This design comes from an exercise in tuning for small area and a short achievable clock period on the open sky130 flow, not from production work.
Function was checked by simulation only, so behaviour that the tests miss may differ from the original.
Power and IR drop assume default switching activity.

==> 03-15 <==
## bru_bht
module bru_bht #(
  parameter int XLEN      = 32,
  parameter int BHT_DEPTH = 64,
  parameter int TAG_W     = 8
) (
  input  logic            clk_i,
  input  logic            rst_i,
  input  logic [XLEN-1:0] if_pc_i,
  output logic            if_pred_taken_o,
  output logic [XLEN-1:0] if_pred_target_o,
  input  logic            ex_valid_i,
  input  logic [XLEN-1:0] ex_pc_i,
  input  logic [XLEN-1:0] rs1_data_i,
  input  logic [XLEN-1:0] rs2_data_i,
  input  logic            is_br_i,
  input  logic            is_uncbr_i,
  input  logic [2:0]      funct3_i,
  input  logic [XLEN-1:0] ex_target_i,
  input  logic            ex_pred_taken_i,
  input  logic [XLEN-1:0] ex_pred_target_i,
  output logic            true_br_decision_o,
  output logic            mispredict_o,
  output logic [XLEN-1:0] redirect_pc_o,
  output logic            busy_o
);
export LEC_CHECK = 0
export CAP_MARGIN = 20
export CORE_MARGIN = 2
export CORE_UTILIZATION = 50
export CTS_BUF_LIST = sky130_fd_sc_hd__clkbuf_8
export SETUP_SLACK_MARGIN = 5
export SLEW_MARGIN = 20
export SYNTH_HIERARCHICAL = 1
export SYNTH_MINIMUM_KEEP_SIZE = 0
create_clock -name core_clock -period 12.0 [get_ports {clk_i}]
run.sh (not shown) runs the stock make flow with config.mk's settings and CLKGATE_MAP_FILE= SYNTH_SCRIPT=/design/flow/synth_recipe.tcl, a recipe that flattens the netlist after the stock synthesis.
==> 06-12 (differences from 03-15) <==
--- a/flow/design.v
+++ b/flow/design.v
@@ -113,72 +113,94 @@
   assign ex_pc4 = pc_plus4(ex_pc_i);
   bru_cmp #(.XLEN(XLEN)) u_cmp (
     .rs1 (rs1_data_i),
     .rs2 (rs2_data_i),
     .eq  (eq),
     .lt  (lt),
     .ltu (ltu)
   );
-  logic s_eq, s_ne, s_lt, s_ge, s_ltu, s_geu, tgt_ne;
-  assign s_eq  = is_br_i & (funct3_i == bru_pkg::F3_BEQ);
-  assign s_ne  = is_br_i & (funct3_i == bru_pkg::F3_BNE);
-  assign s_lt  = is_br_i & (funct3_i == bru_pkg::F3_BLT);
-  assign s_ge  = is_br_i & (funct3_i == bru_pkg::F3_BGE);
-  assign s_ltu = is_br_i & (funct3_i == bru_pkg::F3_BLTU);
-  assign s_geu = is_br_i & (funct3_i == bru_pkg::F3_BGEU);
-  assign taken = is_uncbr_i | (eq ? s_eq : s_ne) | (lt ? s_lt : s_ge) | (ltu ? s_ltu : s_geu);
+  localparam int NTK = XLEN / 8;
+  localparam int TK_MIS = NTK;
+  localparam int TK_UPD = NTK + 1;
+  logic [NTK+1:0] tk;
+  logic           tgt_ne;
+  for (genvar c = 0; c < NTK + 2; c++) begin : g_tk
+    bru_taken u_tk (
+      .eq (eq), .lt (lt), .ltu (ltu),
+      .is_br (is_br_i), .is_uncbr (is_uncbr_i), .funct3 (funct3_i),
+      .taken (tk[c])
+    );
+  end
+  assign taken              = tk[TK_UPD];
   assign tgt_ne             = (ex_pred_target_i != ex_target_i);
-  assign true_br_decision_o = taken;
-  assign mispredict_o       = ex_valid_i & (taken ? (~ex_pred_taken_i | tgt_ne) : ex_pred_taken_i);
-  assign redirect_pc_o      = taken ? ex_target_i : ex_pc4;
+  assign true_br_decision_o = tk[TK_MIS];
+  bru_mux2 #(.W(1)) u_mis (
+    .s (tk[TK_MIS]),
+    .a (ex_valid_i & (~ex_pred_taken_i | tgt_ne)),
+    .b (ex_valid_i & ex_pred_taken_i),
+    .y (mispredict_o)
+  );
+  for (genvar c = 0; c < NTK; c++) begin : g_red
+    bru_mux2 #(.W(8)) u_mux (
+      .s(tk[c]), .a(ex_target_i[8*c +: 8]), .b(ex_pc4[8*c +: 8]), .y(redirect_pc_o[8*c +: 8]));
+  end
   assign busy_o = rst_i | init_q;
   assign if_idx = if_pc_i[IDX_W+1:2];
   assign if_tag = if_pc_i[IDX_W+TAG_W+1:IDX_W+2];
   assign ex_idx = ex_pc_i[IDX_W+1:2];
   assign ex_tag = ex_pc_i[IDX_W+TAG_W+1:IDX_W+2];
   localparam int NG = BHT_DEPTH / 8;
-  localparam int RW = XLEN + 1;                    
-  logic [7:0]           if_lo, ex_lo;
-  logic [NG-1:0]        if_hi, ex_hi;
-  logic [BHT_DEPTH-1:0] ex_dec;
+  localparam int NH = XLEN / 8;                    
+  localparam int RW = XLEN + NH;                   
+  logic [7:0]           ex_lo;
+  logic [NG-1:0]        ex_hi;
+  logic [7:0]           if_lo_n, if_hi_n;
+  logic [BHT_DEPTH-1:0] if_dec, ex_dec;
   logic [BHT_DEPTH-1:0] match;
   logic [XLEN-1:0]      rd_tgt;
-  logic                 rd_hit;
+  logic [NH-1:0]        rd_hit, pred;
   logic [1:0]           rd_cnt_ex;
   logic [NG*RW-1:0]     if_grp;
   logic [NG*2-1:0]      ex_grp;
   always_comb begin
     for (int j = 0; j < 8; j++) begin
-      if_lo[j] = (if_idx[2:0] == 3'(j));
       ex_lo[j] = (ex_idx[2:0] == 3'(j));
     end
     for (int g = 0; g < NG; g++) begin
-      if_hi[g] = (if_idx[IDX_W-1:3] == (IDX_W-3)'(g));
       ex_hi[g] = (ex_idx[IDX_W-1:3] == (IDX_W-3)'(g));
     end
     for (int i = 0; i < BHT_DEPTH; i++) begin
       ex_dec[i] = ex_lo[i % 8] & ex_hi[i / 8];
-      match[i]  = cnt_mem[i][1] & (tag_mem[i] == if_tag);
-    end
+      match[i]  = ~busy_o & cnt_mem[i][1] & (tag_mem[i] == if_tag);
+    end
+  end
+  bru_pdec3 u_if_lo (.a(if_idx[2:0]), .y_n(if_lo_n));
+  bru_pdec3 u_if_hi (.a(if_idx[5:3]), .y_n(if_hi_n));
+  for (genvar g = 0; g < NG; g++) begin : g_dec
+    bru_nor2 #(.W(8)) u_dec (.a(if_lo_n), .b({8{if_hi_n[g]}}), .y(if_dec[8*g +: 8]));
   end
   for (genvar g = 0; g < NG; g++) begin : g_grp
     logic [8*RW-1:0] if_d;
     logic [8*2-1:0]  ex_d;
     for (genvar j = 0; j < 8; j++) begin : g_ent
-      assign if_d[j*RW +: RW] = {match[8*g+j], tgt_mem[8*g+j]};
+      assign if_d[j*RW +: RW] = {{NH{match[8*g+j]}}, tgt_mem[8*g+j]};
       assign ex_d[j*2 +: 2]   = cnt_mem[8*g+j];
     end
-    bru_sel8 #(.W(RW)) u_if (.sel(if_lo), .d(if_d), .y(if_grp[g*RW +: RW]));
+    bru_sel8 #(.W(RW)) u_if (.sel(if_dec[8*g +: 8]), .d(if_d), .y(if_grp[g*RW +: RW]));
     bru_sel8 #(.W(2))  u_ex (.sel(ex_lo), .d(ex_d), .y(ex_grp[g*2 +: 2]));
   end
-  bru_sel8 #(.W(RW)) u_if_fin (.sel(if_hi), .d(if_grp), .y({rd_hit, rd_tgt}));
+  bru_or8 #(.W(RW)) u_if_fin (.d(if_grp), .y({rd_hit, rd_tgt}));
   bru_sel8 #(.W(2))  u_ex_fin (.sel(ex_hi), .d(ex_grp), .y(rd_cnt_ex));
-  assign if_pred_taken_o  = ~busy_o & rd_hit;
-  assign if_pred_target_o = if_pred_taken_o ? rd_tgt : if_pc4;
+  assign pred            = rd_hit;
+  assign if_pred_taken_o = pred[0];
+  for (genvar c = 0; c < NH; c++) begin : g_ptgt
+    bru_mux2 #(.W(8)) u_mux (
+      .s(pred[c]), .a(rd_tgt[8*c +: 8]), .b(if_pc4[8*c +: 8]), .y(if_pred_target_o[8*c +: 8]));
+  end
   always_ff @(posedge clk_i) begin
     if (rst_i) begin
       init_q <= 1'b1;
       ptr_q  <= '0;
     end else if (init_q) begin
       ptr_q  <= ptr_q + 1'b1;
       if (ptr_q == LAST_IDX) init_q <= 1'b0;
     end
@@ -205,8 +227,109 @@
   input  logic [8*W-1:0] d,
   output logic [W-1:0]   y
 );
   always_comb begin
     y = '0;
     for (int j = 0; j < 8; j++) y = y | ({W{sel[j]}} & d[j*W +: W]);
   end
 endmodule
+module bru_or8 #(
+  parameter int W = 1
+) (
+  input  logic [8*W-1:0] d,
+  output logic [W-1:0]   y
+);
+  logic [4*W-1:0] n;
+  for (genvar p = 0; p < 4; p++) begin : g_pair
+    bru_nor2 #(.W(W)) u_nor (.a(d[(2*p)*W +: W]), .b(d[(2*p+1)*W +: W]), .y(n[p*W +: W]));
+  end
+  bru_nand4 #(.W(W)) u_nand (.a(n[0 +: W]), .b(n[W +: W]), .c(n[2*W +: W]), .d(n[3*W +: W]), .y(y));
+endmodule
+module bru_nor2 #(
+  parameter int W = 1
+) (
+  input  logic [W-1:0] a,
+  input  logic [W-1:0] b,
+  output logic [W-1:0] y
+);
+  assign y = ~(a | b);
+endmodule
+module bru_nand4 #(
+  parameter int W = 1
+) (
+  input  logic [W-1:0] a,
+  input  logic [W-1:0] b,
+  input  logic [W-1:0] c,
+  input  logic [W-1:0] d,
+  output logic [W-1:0] y
+);
+  assign y = ~(a & b & c & d);
+endmodule
+module bru_mux2 #(
+  parameter int W = 1
+) (
+  input  logic         s,
+  input  logic [W-1:0] a,
+  input  logic [W-1:0] b,
+  output logic [W-1:0] y
+);
+  logic [W-1:0] pa_n, pb_n;
+  bru_nand2 #(.W(W)) u_pa (.a({W{s}}), .b(a), .y(pa_n));
+  bru_orn2  #(.W(W)) u_pb (.a({W{s}}), .b(b), .y(pb_n));
+  bru_nand2 #(.W(W)) u_y  (.a(pa_n), .b(pb_n), .y(y));
+endmodule
+module bru_nand2 #(
+  parameter int W = 1
+) (
+  input  logic [W-1:0] a,
+  input  logic [W-1:0] b,
+  output logic [W-1:0] y
+);
+  assign y = ~(a & b);
+endmodule
+module bru_orn2 #(
+  parameter int W = 1
+) (
+  input  logic [W-1:0] a,
+  input  logic [W-1:0] b,
+  output logic [W-1:0] y
+);
+  assign y = a | ~b;
+endmodule
+module bru_taken (
+  input  logic       eq,
+  input  logic       lt,
+  input  logic       ltu,
+  input  logic       is_br,
+  input  logic       is_uncbr,
+  input  logic [2:0] funct3,
+  output logic       taken
+);
+  logic s_eq, s_ne, s_lt, s_ge, s_ltu, s_geu;
+  logic t_eq_n, t_lt_n, t_ltu_n;
+  assign s_eq  = is_br & (funct3 == bru_pkg::F3_BEQ);
+  assign s_ne  = is_br & (funct3 == bru_pkg::F3_BNE);
+  assign s_lt  = is_br & (funct3 == bru_pkg::F3_BLT);
+  assign s_ge  = is_br & (funct3 == bru_pkg::F3_BGE);
+  assign s_ltu = is_br & (funct3 == bru_pkg::F3_BLTU);
+  assign s_geu = is_br & (funct3 == bru_pkg::F3_BGEU);
+  bru_mux2i u_eq  (.s(eq),  .a(s_eq),  .b(s_ne),  .y(t_eq_n));
+  bru_mux2i u_lt  (.s(lt),  .a(s_lt),  .b(s_ge),  .y(t_lt_n));
+  bru_mux2i u_ltu (.s(ltu), .a(s_ltu), .b(s_geu), .y(t_ltu_n));
+  bru_nand4 #(.W(1)) u_or (.a(t_eq_n), .b(t_lt_n), .c(t_ltu_n), .d(~is_uncbr), .y(taken));
+endmodule
+module bru_mux2i (
+  input  logic s,
+  input  logic a,
+  input  logic b,
+  output logic y
+);
+  assign y = ~(s ? a : b);
+endmodule
+module bru_pdec3 (
+  input  logic [2:0] a,
+  output logic [7:0] y_n
+);
+  always_comb begin
+    for (int j = 0; j < 8; j++) y_n[j] = ~(a == 3'(j));
+  end
+endmodule
CORE_UTILIZATION = 60   (was 50)
CTS_BUF_LIST = sky130_fd_sc_hd__clkbuf_16   (was sky130_fd_sc_hd__clkbuf_8)
CTS_CLUSTER_DIAMETER = 90   (was unset)
CTS_CLUSTER_SIZE = 28   (was unset)
PLACE_DENSITY = 0.68   (was unset)
==> run summary <==
Of 06-12 and 03-15, 03-15 has the higher clock power (gap 36%, measured against 03-15).
In 03-15 the clock-buffer cell count is higher than in 06-12, by 336.
Of 06-12 and 03-15, 03-15 has the higher worst hold slack (gap 0.00090 ns).
Between 03-15 and 06-12, the lower die area is in 06-12 (gap about 20%, measured against 06-12).
Of 06-12 and 03-15, 03-15 has the higher first-iteration DRC count (gap about 6.5%, measured against 03-15).
Between 06-12 and 03-15, the lower setup slack is in 03-15 (gap 0.23 ns).
Between 06-12 and 03-15, the lower synthesized cell count is in 03-15 (gap 5.1%, measured against 03-15).
In area after synthesis, 06-12 and 03-15 hardly differ.
Global-route usage: 03-15 is higher than 06-12 (1.2 points).
==> figures <==
	06-12	03-15
Fraction of the yosys area taken by sequential cells	75.4%	75.4%
Switching Share	21.9%	23.9%
Number of placement rows	155	170
Power consumed by the clock network	0.00458 W	0.00712 W
Final clock skew	0.0319 ns	0.0536 ns
Placed wire-length estimate after detailed placement	190000 µm	193000 µm
Combinational group power	0.00108 W	0.00139 W
Fin crit period	7.59 ns	7.82 ns
Maximum buffer depth of the clock tree	3	4
Met3 track demand over resource	6.47%	8.71%
Die Span Y	427 µm	467 µm
Result of the run	no timing/DRC/antenna violations	no timing/DRC/antenna violations
Crit path from	if_pc_i[8]	if_pc_i[3]
Depth of the critical timing path with buffers and inverters included	18	16
Logic depth of the worst register-to-register path	9	7
Die footprint	182000 µm²	218000 µm²
Met1 usage	46.0%	46.7%
Max frequency	132 MHz	128 MHz
Fill count	11.8k	16.1k

[what the ideal ports hide]
In the flow no input, the clock included, has a driving cell. The finished layouts below were timed again as built, in two steps. Step 1 assumes that a clkbuf_16 drives the clock port and a buf_2 every other input. Step 2 moves the port delays by t, midway between the first and last clock arrival at a register: inputs arrive t later, outputs are due t later. That takes back most of the time a late clock gives input paths. a / b / c = ideal / step 1 / step 2; a / b = the first two.
| run | t (ns) | setup WS [ns] | worst setup path at the end | clock arrival spread, ns | slew at the worst register clock pin (ns) |
|---|---|---|---|---|---|
| 03-15 | 1.160 | 4.183 / 4.062 / 4.062 | input to output | 0.095 / 0.095 | 0.07 / 0.07 |
| 06-12 | 0.889 | 4.413 / 4.047 / 4.047 | input to output | 0.060 / 0.060 | 0.12 / 0.12 |
After both steps every run listed still meets setup and hold. The setup slack of 06-12, which loses most, moves by -0.366 ns with the drivers and by -0.366 ns with both steps.
